This is an optimization exercise on Yosys and OpenROAD, whose aim is small area and a short achievable clock period, not a production implementation. Function was checked by simulation only, so behaviour that the tests miss may differ from the original. Power and IR drop assume default switching activity.

## design/flow/flow/run.sh

```bash
#!/bin/bash
set -euo pipefail
bash standard.sh 'BUFFER_PORTS_ARGS=-buffer_cell sky130_fd_sc_hd__buf_4' finish > standard_flow.log 2>&1
```

## design/flow/standard.sh

```bash
#!/bin/bash
# synth_recipe.tcl (not shown) runs the flow's synth.tcl, then flattens the netlist and writes it again
# the make line also repeats each setting of config.mk as NAME=value (left out here)
make -C /OpenROAD-flow-scripts/flow DESIGN_CONFIG=/design/flow/config.mk WORK_HOME=/design/flow/orfs CLKGATE_MAP_FILE= SYNTH_SCRIPT=/design/flow/synth_recipe.tcl "${@:-finish}"
```

## design/flow/config.mk

```make
export PLATFORM = sky130hd
export DESIGN_NAME = hyperbus_responder
export DESIGN_NICKNAME = hyperbus_responder
export VERILOG_FILES = /design/flow/design.v
export SDC_FILE = /design/flow/constraint.sdc
export NUM_CORES = 4
export LEC_CHECK = 0
export CAP_MARGIN = 20
export CORE_MARGIN = 2
export CORE_UTILIZATION = 45
export CTS_CLUSTER_DIAMETER = 80
export CTS_CLUSTER_SIZE = 30
export SETUP_SLACK_MARGIN = 2.3
export SLEW_MARGIN = 20
export SYNTH_HIERARCHICAL = 1
export SYNTH_MINIMUM_KEEP_SIZE = 0
export TNS_END_PERCENT = 100
```

## design/flow/constraint.sdc

```tcl
create_clock -name core_clock -period 4.5 [get_ports {clk_i}]
set_input_delay 0.9000 -clock core_clock [delete_from_list [all_inputs] [get_ports {clk_i}]]
set_output_delay 0.9000 -clock core_clock [all_outputs]
set_load 0.01 [all_outputs]
```

## design/flow/design.v

```verilog
module hyperbus_responder #(
    parameter int unsigned MemWords = 256,
    parameter logic [15:0] IdValue  = 16'h0C81
) (
    input  logic        clk_i,
    input  logic        rst_i,
    input  logic        cs_ni,
    input  logic [15:0] dq_i,
    input  logic [1:0]  rwds_i,
    input  logic [3:0]  lat_i,
    input  logic        add_lat_i,
    output logic [15:0] dq_o,
    output logic        dq_oe_o,
    output logic        rwds_o,
    output logic        rwds_oe_o
);
    logic st_idle_q, st_ca1_q, st_ca2_q, st_lat_q, st_read_q, st_write_q, st_regwr_q, st_drain_q;
    logic st_lat_n, st_read_n, st_write_n, st_regwr_n, st_drain_n;
    logic [4:0]  cnt_q, cnt_d;
    logic        add_lat_q;
    logic        is_read_q, is_reg_q, linear_q, reg_sel_q;
    logic [31:0] xb_q, xb_d;        
    logic [2:0]  xp_q, xp_d;        
    logic [2:0]  xp_s;              
    logic [31:0] ab_q;              
    logic [7:0]  ap_q;              
    logic [15:0] dq_q;
    logic [15:0] cr0_q;
    logic [15:0] bw_q [8];          
    logic [15:0] bw_s [8];
    logic [15:0] mem_q [256];
    logic [3:0]  lat_nz_s;
    logic [4:0]  lat_eff_s;
    logic [15:0] rd_data_s;
    logic        rd_n_q;            
    logic        rwds_en_n_q;       
    logic        rwds_v_q;          
    logic [15:0] mem_rd_s;
    logic        lat_done_s, to_data_s, adv_n_s;
    always_comb begin
        lat_nz_s   = (lat_i == 4'd0) ? 4'd1 : lat_i;
        lat_eff_s  = add_lat_i ? {lat_nz_s, 1'b0} : {1'b0, lat_nz_s};
        lat_done_s = (cnt_q == 5'd1);
        to_data_s  = st_lat_q && lat_done_s;
        st_regwr_n = st_ca2_q && is_reg_q && !is_read_q;
        st_lat_n   = (st_ca2_q && !(is_reg_q && !is_read_q)) || (st_lat_q && !lat_done_s);
        st_read_n  = st_read_q || (to_data_s && is_read_q);
        st_write_n = st_write_q || (to_data_s && !is_read_q);
        st_drain_n = st_drain_q || st_regwr_q;
        if (st_idle_q)     cnt_d = lat_eff_s;
        else if (st_lat_q) cnt_d = cnt_q - 5'd1;
        else               cnt_d = cnt_q;
        adv_n_s = st_read_n || st_write_n || (st_lat_n && cnt_d == 5'd1 && is_read_q);
    end
    always_ff @(posedge clk_i) begin
        if (rst_i || cs_ni) begin
            st_idle_q  <= 1'b1;
            st_ca1_q   <= 1'b0;
            st_ca2_q   <= 1'b0;
            st_lat_q   <= 1'b0;
            st_read_q  <= 1'b0;
            st_write_q <= 1'b0;
            st_regwr_q <= 1'b0;
            st_drain_q <= 1'b0;
        end else begin
            st_idle_q  <= 1'b0;
            st_ca1_q   <= st_idle_q;
            st_ca2_q   <= st_ca1_q;
            st_lat_q   <= st_lat_n;
            st_read_q  <= st_read_n;
            st_write_q <= st_write_n;
            st_regwr_q <= st_regwr_n;
            st_drain_q <= st_drain_n;
        end
        if (rst_i || cs_ni) begin
            rd_n_q      <= 1'b1;
            rwds_en_n_q <= 1'b0;
            rwds_v_q    <= 1'b0;
        end else begin
            rwds_v_q    <= st_read_n || (st_idle_q ? add_lat_i : add_lat_q);
            rd_n_q      <= !st_read_n;
            rwds_en_n_q <= !(st_idle_q || st_ca1_q || st_read_n);
        end
        cnt_q <= cnt_d;
        if (st_idle_q) begin
            add_lat_q <= add_lat_i;
            is_read_q <= dq_i[15];
            is_reg_q  <= dq_i[14];
            linear_q  <= dq_i[13];
        end
        if (st_ca2_q) reg_sel_q <= dq_i[0];
    end
    always_comb begin
        xp_s = st_ca2_q ? dq_i[2:0] : xp_q;
        xp_d = adv_n_s ? xp_s + 3'd1 : xp_s;
        xb_d = xb_q;
        if (st_ca1_q) begin
            for (int i = 0; i < 32; i++) xb_d[i] = (dq_i[4:0] == 5'(i));
        end else if (adv_n_s && xp_s == 3'd7) begin
            if (linear_q) begin
                xb_d = {xb_q[30:0], xb_q[31]};
            end else begin
                for (int i = 0; i < 32; i++) xb_d[i] = xb_q[i ^ 1];
            end
        end
    end
    always_ff @(posedge clk_i) begin
        xb_q <= xb_d;
        xp_q <= xp_d;
        ab_q <= xb_q;
        for (int p = 0; p < 8; p++) ap_q[p] <= (xp_s == 3'(p));
    end
    always_ff @(posedge clk_i) begin
        if (rst_i)
            cr0_q <= 16'h8F1F;
        else if (!cs_ni && st_regwr_q && reg_sel_q)
            cr0_q <= dq_i;
    end
    for (genvar p = 0; p < 8; p++) begin : g_pos
        for (genvar b = 0; b < 16; b++) begin : g_bit
            logic [31:0] col;
            for (genvar i = 0; i < 32; i++) begin : g_col
                assign col[i] = mem_q[8*i+p][b];
            end
            hbr_rd32 u_rd (.a(col), .s(xb_q), .y_n(bw_s[p][b]));
        end
    end
    always_comb begin
        mem_rd_s = '0;
        for (int p = 0; p < 8; p++) mem_rd_s = mem_rd_s | ({16{ap_q[p]}} & ~bw_q[p]);
        if (is_reg_q) rd_data_s = reg_sel_q ? cr0_q : IdValue;
        else          rd_data_s = mem_rd_s;
    end
    always_ff @(posedge clk_i) begin
        for (int p = 0; p < 8; p++) bw_q[p] <= bw_s[p];
        dq_q <= rd_data_s;
    end
    logic [1:0]   wr_be_s;
    logic [7:0]   wr_p_n_s [2];
    logic [31:0]  ab_n_s;
    logic [511:0] wr_en_s;
    always_comb begin
        wr_be_s = (!cs_ni && !rst_i && st_write_q) ? ~rwds_i : 2'b00;
        for (int b = 0; b < 2; b++) wr_p_n_s[b] = ~(ap_q & {8{wr_be_s[b]}});
        ab_n_s = ~ab_q;
    end
    for (genvar w = 0; w < 256; w++) begin : g_wen
        for (genvar b = 0; b < 2; b++) begin : g_byte
            hbr_nor2 u_e (.a({ab_n_s[w / 8], wr_p_n_s[b][w % 8]}), .y(wr_en_s[2*w+b]));
        end
    end
    always_ff @(posedge clk_i) begin
        for (int w = 0; w < 256; w++) begin
            if (wr_en_s[2*w])   mem_q[w][7:0]  <= dq_i[7:0];
            if (wr_en_s[2*w+1]) mem_q[w][15:8] <= dq_i[15:8];
        end
    end
    assign dq_o      = dq_q;
    hbr_oe u_dq_oe (.cs_ni(cs_ni), .rst_i(rst_i), .off_n(rd_n_q), .oe(dq_oe_o));
    hbr_oe u_rwds_oe (.cs_ni(cs_ni), .rst_i(rst_i), .off_n(rwds_en_n_q), .oe(rwds_oe_o));
    hbr_ao21 u_rwds (.a1(st_idle_q), .a2(add_lat_i), .b1(rwds_v_q), .y(rwds_o));
endmodule
module hbr_rd32 (
    input  logic [31:0] a,
    input  logic [31:0] s,
    output logic        y_n
);
    logic [10:0] t_n;
    logic [2:0]  g;
    for (genvar t = 0; t < 10; t++) begin : g_t
        hbr_aoi222 u_t (.a(a[3*t+2:3*t]), .s(s[3*t+2:3*t]), .y_n(t_n[t]));
    end
    hbr_aoi22 u_t10 (.a(a[31:30]), .s(s[31:30]), .y_n(t_n[10]));
    hbr_nand4 u_g0 (.a(t_n[3:0]), .y(g[0]));
    hbr_nand4 u_g1 (.a(t_n[7:4]), .y(g[1]));
    hbr_nand3 u_g2 (.a(t_n[10:8]), .y(g[2]));
    hbr_nor3 u_y (.a(g), .y(y_n));
endmodule
module hbr_aoi22 (
    input  logic [1:0] a,
    input  logic [1:0] s,
    output logic       y_n
);
    assign y_n = !((a[0] && s[0]) || (a[1] && s[1]));
endmodule
module hbr_nand3 (
    input  logic [2:0] a,
    output logic       y
);
    assign y = !(&a);
endmodule
module hbr_aoi222 (
    input  logic [2:0] a,
    input  logic [2:0] s,
    output logic       y_n
);
    assign y_n = !((a[0] && s[0]) || (a[1] && s[1]) || (a[2] && s[2]));
endmodule
module hbr_nand4 (
    input  logic [3:0] a,
    output logic       y
);
    assign y = !(&a);
endmodule
module hbr_nor3 (
    input  logic [2:0] a,
    output logic       y
);
    assign y = !(|a);
endmodule
module hbr_oe (
    input  logic cs_ni,
    input  logic rst_i,
    input  logic off_n,
    output logic oe
);
    assign oe = !(cs_ni || rst_i || off_n);
endmodule
module hbr_ao21 (
    input  logic a1,
    input  logic a2,
    input  logic b1,
    output logic y
);
    assign y = (a1 && a2) || b1;
endmodule
module hbr_nor2 (
    input  logic [1:0] a,
    output logic       y
);
    assign y = !(|a);
endmodule
```

==> run_results.csv, run 1 <==
group,metric,value,unit
grt,grt-ovfl-total,0,
floorplanning,die_area,0.340,mm2
route,routed_wl,508,mm
yosys,synthFlopType,"edfxtp_1",
yosys,async_flop_share,0,
route,firstDrtPassIters,17,
cts,clk_pin_slew,0.10,ns
route,post-route-drc-count,0,
cts,clockBufferDepth,4,
cells_and_area,layout.nets,7832,
place,dp_hpwl,292,mm
place,io_buffers,44,
cts,h-tree-depth,4,
min_path,min_to,"rd_n_q$_SDFF_PP1_",
pwr,leakage,50.8,nW
sta,clock_skew,0.0687,ns
floorplanning,initial_utilization,0.452,
floorplanning,fp-row-count,212,
sta,fmax,0.406,GHz
cells_and_area,mostFrequentLayoutCells,"4132 x edfxtp_1, 1280 x a222oi_1, 515 x nor2_4",
cts,cts_tree,"yes",
yosys,synth_top_cell_area_share,0.823,
yosys,synth.area.top_cells,"edfxtp_1 82%, a222oi_1 8.5%, dfxtp_1 2.9%",
worst_setup_path,reg2reg_depth,4,
cells_and_area,drive_gt1_frac,0.197,
floorplanning,core-area,0.333,mm2
worst_setup_path,r2r_setup_slack,2.18,ns
sta,fin_hold_ws,0.294,ns
grt,grt_util_all_layers,0.282,
worst_setup_path,cp-start-kind,"register",
worst_setup_path,crit_required,3.60,ns
worst_setup_path,arrival,1.56,ns
cells_and_area,stdcell_count,12300,
sta,slew_viol_final,0,
pwr,power-per-cell-area,403,mW/mm2
cells_and_area,final_area,0.172,mm2
sta,worst_slack,2.04,ns
min_path,min_from,"cs_ni",
job,drv_cap,0,
sta,maxSlewHeadroom,0.210,
cts,clock-root-buffer,"clkbuf_16",
yosys,syn_nets,7241,
pwr,power.total,69.4,mW
outcome,status,"no timing/DRC/antenna violations",
cts,clock-sinks,4351,
place,placedCellCount,11800,
sta,setup_tns,0,ns
cts,ctsHoldBuffers,0,
cells_and_area,final_util,0.517,
yosys,ys_types,42,
route,vias,86500,
cts,clk_latency,0.94,ns
route,wl_per_cell,41.1,um
yosys,yosysTopAreaCell,"edfxtp_1",
route,drt_iter0_drc,20800,
min_path,min_path_type,"primary input to register",
worst_setup_path,crit_fanout,2,
worst_setup_path,end_kind,"output pin",
cells_and_area,n_fill_cell,25600,
worst_setup_path,r2r_start,"xb_q[19]$_DFFE_PP_",
yosys,netlist_area,0.151,mm2
yosys,ys_seq_elements,4351,
sta,hold_viol,0,
sta,rsz0062_at_grt,"yes",
floorplanning,die_x,583,um
floorplanning,die_h,583,um
yosys,synth_edf_count,4132,
sta,setup_viol,0,
cells_and_area,synthToLayoutAreaGrowth,14.4,%
grt,grt_antenna_before_repair,21,
floorplanning,boundaryPins,45,
cts,cts_made_buffers,185,
cells_and_area,final_common_cell,"edfxtp_1",
grt,grt_pass1_wl,664,mm
worst_setup_path,critPathKind,"register to output pin",
min_path,min_delay_path_depth,3,
worst_setup_path,r2r-end,"bw_q[4][5]$_DFF_P_",
route,vias_per_cell,7.01,
yosys,syn_avg_cell_area,20.9,um2
place,gp_congestion,0.928,
place,dpl_cell_area,0.163,mm2
yosys,ys_seq_area_frac,0.852,
sta,fin_crit,2.46,ns
grt,grt_max_degree,153,
pwr,peakVddDrop,0.000300,V
yosys,yosys_warnings,14,
route,postRouteAntennaNets,0,
sta,worst_pin_slew,1.18,ns
grt,grt_pass1_vias,80200,
sta,fin_crit_sh,0.547,
yosys,synthCells,7207,
place,preCtsSetupSlack,1.00,ns
cell usage after synthesis, types with 2 or more instances:
cell / instances
buf_2: 2
mux2_2: 2
nand4_1: 257
nor4b_1: 4
clkbuf_1: 26
or2_2: 2
nand3b_1: 10
ha_1: 8
inv_1: 65
a21o_1: 2
dfxtp_1: 219
nor2_1: 533
a21oi_1: 16
nor3_2: 130
a222oi_1: 1280
and2_1: 6
nor2b_1: 7
edfxtp_1: 4132
o21ai_0: 18
o22ai_1: 92
nor4_1: 17
xnor2_1: 3
nand3_1: 145
a22oi_2: 128
mux2i_1: 22
nand2_1: 58
o21a_1: 5
nand2b_1: 4
per-module statistics from Yosys (local to each module, per instance), excerpt:
module / cells inside / flops+latches / area (um2)
hyperbus_responder: 4772 / 4351 / 131000
hbr_aoi22: 1 / 0 / 12.5
hbr_aoi222: 1 / 0 / 10.0
hbr_nor3: 1 / 0 / 10.0
hbr_oe: 1 / 0 / 10.0
hbr_ao21: 1 / 0 / 7.51
hbr_nand4: 1 / 0 / 6.26
hbr_nand3: 1 / 0 / 5.00
hbr_nor2: 1 / 0 / 3.75
critical path: stages (launching register included):
cell and delay [ns]:
dfxtp_4 0.36, a21o_1 0.17, buf_6 0.12
final cells by class:
type                    count  area (um2)  area share
clock buffers             272        5080      0.0295
repair buffers            412        5450      0.0316
flip-flops and latches   4351      129000       0.746
inverters                  65         374     0.00217
well taps                4387        5490      0.0318
diodes                     14        35.0    0.000203
clock inverters            59         781     0.00453
multi-input cells        2783       26600       0.154
kinds of logic after synthesis:
family,count (synthesis),share of synthesized area
buffers and inverters,93,0.00233
and+or+nand+nor,1179,0.0414
adders and majority gates,8,0.000664
muxes,25,0.00171
xor gates and xnor gates,4,0.000232
DFF,4351,0.852
AOI/OAI and AO/OA,1547,0.101
worst max-delay path by stage:
stage,depth (start not counted),endpoint,slack [ns],startpoint
final,2,rwds_o,2.04,st_idle_q$_DFF_P_
after global routing,2,rwds_o,1.98,st_idle_q$_DFF_P_
after CTS,2,rwds_o,1.99,st_idle_q$_DFF_P_
after detailed placement,7,mem_q[37][10]$_DFFE_PP_,1.00,rst_i
after global placement,7,mem_q[94][15]$_DFFE_PP_,1.03,rst_i
after floorplan,2,xb_q[0]$_DFFE_PP_,0.04,xb_q[31]$_DFFE_PP_
where the power goes:
| part | internal [mW] | total (mW) | switching (mW) |
|---|---|---|---|
| clock network | 8.60 | 20.9 | 12.3 |
| logic | 0.970 | 3.87 | 2.90 |
| registers | 44.3 | 44.6 | 0.290 |
sequential cells by signal, summed over array words and instances, names as in the netlist, 3 cells and up:
name and flops:
cr0_q 16, ap_q 8, xp_q 3, ab_q 32, xb_q 32, bw_q 128
dq_q 16, mem_q 4096, cnt_q 5
metal layers:
metal	part of all wire	global-route usage	up-vias
li1	-	-	33900
met1	0.35	0.383	43900
met2	0.45	0.437	7596
met3	0.14	0.0651	1043
met4	0.057	0.124	10
met5	0.00033	0.00241	-
timing repair:
item | 4_1_cts | 5_1_grt
setup buffers | 86 | 28
gates resized for setup | 208 | 71
pin swaps | 77 | 103
cloned | 40 | 21
setup endpoints to repair | 4294 | 222
==> inputs of run 2 (changes only) <==
--- a/design/flow/config.mk
+++ b/design/flow/config.mk
@@ -11,5 +11,5 @@
 export CTS_CLUSTER_DIAMETER = 80
 export CTS_CLUSTER_SIZE = 30
-export SETUP_SLACK_MARGIN = 2.3
+export SETUP_SLACK_MARGIN = 2.1
 export SLEW_MARGIN = 20
 export SYNTH_HIERARCHICAL = 1
==> run 2 against run 1 <==
  * Flip-flop and latch count unchanged
  * Hold slack got worse by 0.029 ns
  * Still clean on timing, DRC and antenna
  * Setup slack got worse by 0.069 ns
  * Total power decreased by 1.1%
  * Combinational power decreased by 9.3%
  * Largest power group unchanged
==> run_results.csv, run 2 <==
group,metric,value,unit
cts,clk_latency,0.93,ns
place,io_buffers,44,
place,gp_congestion,0.928,
yosys,synth.area.top_cells,"edfxtp_1 82%, a222oi_1 8.5%, dfxtp_1 2.9%",
sta,rsz0062_at_grt,"yes",
sta,worst_slack,1.97,ns
cells_and_area,largest_reg_flops,4096,
place,dp_hpwl,283,mm
min_path,min_from,"lat_i[3]",
worst_setup_path,reg2reg_depth,6,
floorplanning,die_area,0.340,mm2
yosys,synth_top_cell_area_share,0.823,
yosys,yosys_warnings,14,
worst_setup_path,crit_slowest_cell,"dfxtp_1",
route,postRouteAntennaNets,0,
yosys,ys_types,42,
grt,grt_max_degree,132,
worst_setup_path,crit_required,5.23,ns
cells_and_area,drive_gt1_frac,0.181,
grt,grt_pass1_vias,78800,
cells_and_area,synthToLayoutAreaGrowth,12.5,%
floorplanning,core-area,0.333,mm2
cells_and_area,largestRegisters,"mem_q (4096), bw_q (128)",
route,firstDrtPassIters,17,
yosys,yosysTopAreaCell,"edfxtp_1",
cells_and_area,largest-register,"mem_q",
sta,worst_pin_slew,1.22,ns
worst_setup_path,critical_path.cell_chain,"buf_4, clkinvlp_4, buf_12, o22ai_1, nor4_1, o21ai_0",
cts,clock-sinks,4351,
sta,fmax,0.395,GHz
grt,grt_pass1_wl,639,mm
pwr,leakage,49.2,nW
cells_and_area,final_common_cell,"edfxtp_1",
min_path,min_path_type,"primary input to register",
route,vias_per_cell,6.89,
sta,setup_tns,0,ns
route,post-route-drc-count,0,
cells_and_area,mostFrequentLayoutCells,"4132 x edfxtp_1, 1280 x a222oi_1, 515 x nor2_4",
yosys,synthCells,7207,
cts,h-tree-depth,4,
route,routed_wl,474,mm
sta,fin_crit,2.53,ns
outcome,status,"no timing/DRC/antenna violations",
yosys,async_flop_share,0,
min_path,min_to,"cnt_q[4]$_DFF_P_",
yosys,synthFlopType,"edfxtp_1",
worst_setup_path,cp-start-kind,"register",
route,drt_iter0_drc,18800,
yosys,ys_seq_elements,4351,
worst_setup_path,crit_fanout,9,
cts,cts_made_buffers,184,
floorplanning,fp-row-count,212,
floorplanning,initial_utilization,0.452,
grt,grt-ovfl-total,0,
yosys,yosysMostFrequentCell,"edfxtp_1",
cts,clock-root-buffer,"clkbuf_16",
cts,cts_tree,"yes",
min_path,min_delay_path_depth,3,
sta,clock_skew,0.0659,ns
cells_and_area,layout.nets,7691,
sta,fin_crit_sh,0.562,
route,vias,84000,
yosys,ys_top_cells_by_count,"4132 x edfxtp_1, 1280 x a222oi_1, 533 x nor2_1",
floorplanning,die_h,583,um
worst_setup_path,cp_slowest_stage_delay,0.81,ns
worst_setup_path,critPathKind,"register to register",
cts,clk_pin_slew,0.11,ns
sta,hold_viol,0,
route,wl_per_cell,38.9,um
sta,maxSlewHeadroom,0.185,
yosys,ys_seq_area_frac,0.852,
cts,ctsHoldBuffers,0,
grt,grt_util_all_layers,0.269,
floorplanning,die_x,583,um
worst_setup_path,r2r_start,"ap_q[4]$_DFF_P_",
yosys,syn_avg_cell_area,20.9,um2
yosys,syn_nets,7241,
worst_setup_path,end_kind,"register",
pwr,power-per-cell-area,405,mW/mm2
floorplanning,boundaryPins,45,
job,drv_cap,0,
worst_setup_path,arrival,3.26,ns
worst_setup_path,r2r_setup_slack,1.97,ns
yosys,netlist_area,0.151,mm2
sta,setup_viol,0,
place,preCtsSetupSlack,1.03,ns
pwr,peakVddDrop,0.000291,V
worst_setup_path,r2r-end,"dq_q[2]$_DFF_P_",
grt,grt_antenna_before_repair,9,
yosys,synth_edf_count,4132,
sta,slew_viol_final,0,
cts,clockBufferDepth,4,
-- run 2: cell count changes in the layout (fill, tap and decap cells not counted), moves of 9 or more --
cell | previous run | this run
bufbuf_16 | 9 | 0
buf_12 | 76 | 53
clkbuf_16 | 205 | 190
buf_6 | 49 | 30
nor3_4 | 19 | 2
buf_16 | 27 | 1
nor3_2 | 111 | 128
buf_4 | 212 | 177
clkinv_4 | 22 | 11
-- run 2: final cells by class --
type	count	area, um2
diodes	9	22.5
clock buffers	263	5020
clock inverters	56	674
fillers	25800	164000
inverters	65	325
multi-input cells	2776	26400
flip-flops and latches	4351	129000
well taps	4387	5490
repair buffers	279	3040
-- run 2: worst max-delay path by stage --
stage / start / end
final: ap_q[4]$_DFF_P_ / dq_q[2]$_DFF_P_
after floorplan: xb_q[31]$_DFFE_PP_ / xb_q[0]$_DFFE_PP_
after global placement: rst_i / mem_q[86][9]$_DFFE_PP_
after global routing: st_idle_q$_DFF_P_ / rwds_o
after CTS: st_idle_q$_DFF_P_ / rwds_o
after detailed placement: rst_i / mem_q[86][8]$_DFFE_PP_
-- run 2: Yosys stat by module (local to each module, per instance), a selection --
module	flops+latches	cell area, um2	cells	times used
hbr_nor2	0	3.75	1	512
hbr_aoi22	0	12.5	1	128
hyperbus_responder	4351	131000	4772	1
hbr_nor3	0	10.0	1	128
hbr_ao21	0	7.51	1	1
hbr_nand4	0	6.26	1	256
hbr_oe	0	10.0	1	2
-- run 2: cell families (layout without fill, tap and decap cells) --
family                   count (synthesis)  in the layout  synth area share
AO/OA/AOI/OAI                         1547           1550             0.101
buffers and inverters                   93            663           0.00233
XOR/XNOR                                 4              4          0.000232
multiplexers                            25             25           0.00171
flip-flops                            4351           4351             0.852
AND/OR/NAND/NOR                       1179           1189            0.0414
other                                    0              9                 0
adder cells (fa/ha/maj)                  8              8          0.000664
-- run 2: timing repair --
action / 4_1_cts / 5_1_grt
endpoints found under the setup margin: 2329 / 975
cloned: 9 / 6
pin swaps: 14 / 24
hold endpoints to repair: 0 / 0
gates resized for setup: 90 / 28
setup buffers: 22 / 23
-- run 2: metal layers --
layer | up-vias | global-route usage | part of all wire
li1 | 33600 | - | -
met2 | 6512 | 0.422 | 0.46
met4 | 4 | 0.120 | 0.051
met5 | - | 0 | 0.000068
met1 | 43000 | 0.369 | 0.37
met3 | 831 | 0.0501 | 0.12
-- run 2: power breakdown --
group	switching, mW	internal (mW)	total [mW]
clock network	12.2	8.43	20.6
registers	0.250	44.3	44.6
logic	2.71	0.805	3.51
total	15.1	53.6	68.7
-- run 2: worst max-delay path, delay by kind of cell, from the launching register on --
kind,cells,cell delay [ns]
DFF,1,0.81
buffers and inverters,3,0.73
AOI/OAI and AO/OA,2,0.70
and+or+nand+nor,1,0.10
-- run 2: per-stage QoR --
stage	hold WS (ns)	util	cell area, um2	instances	power, mW
after global placement	0.445	0.488	163000	11800	48.7
after global routing	0.280	0.508	169000	12200	70.3
after CTS	0.204	0.507	169000	12100	68.8
final	0.265	0.508	170000	12200	68.7
after detailed placement	0.453	0.488	163000	11800	48.7
after floorplan	0.437	-	155000	7207	46.5

-- port drivers added, routing unchanged --
Ports are ideal in the flow. The routed layouts listed here were re-timed in OpenROAD. Step 1 (the two cells are an assumption about what drives the block):
set clk [get_ports {clk_i}]
set_driving_cell -lib_cell sky130_fd_sc_hd__clkbuf_16 $clk
set_driving_cell -lib_cell sky130_fd_sc_hd__buf_2 [delete_from_list [all_inputs] $clk]
Step 2 also shifts input and output timing later by t, the mid clock arrival at the registers, as if the neighbouring blocks saw the same clock. Three values: no drivers, after step 1, after step 2; two values: the first two.
| run | shift t [ns] | slack for setup (ns) | cell pins on the clock port's net |
|---|---|---|---|
| run 1 | 1.020 | 2.039 / 1.935 / 1.427 | 1 |
| run 2 | 1.000 | 1.971 / 1.916 / 1.343 | 1 |
After both steps every run listed still meets setup and hold. For run 2, which loses most, drivers alone change the setup slack by -0.055 ns; drivers and shift together by -0.628 ns.
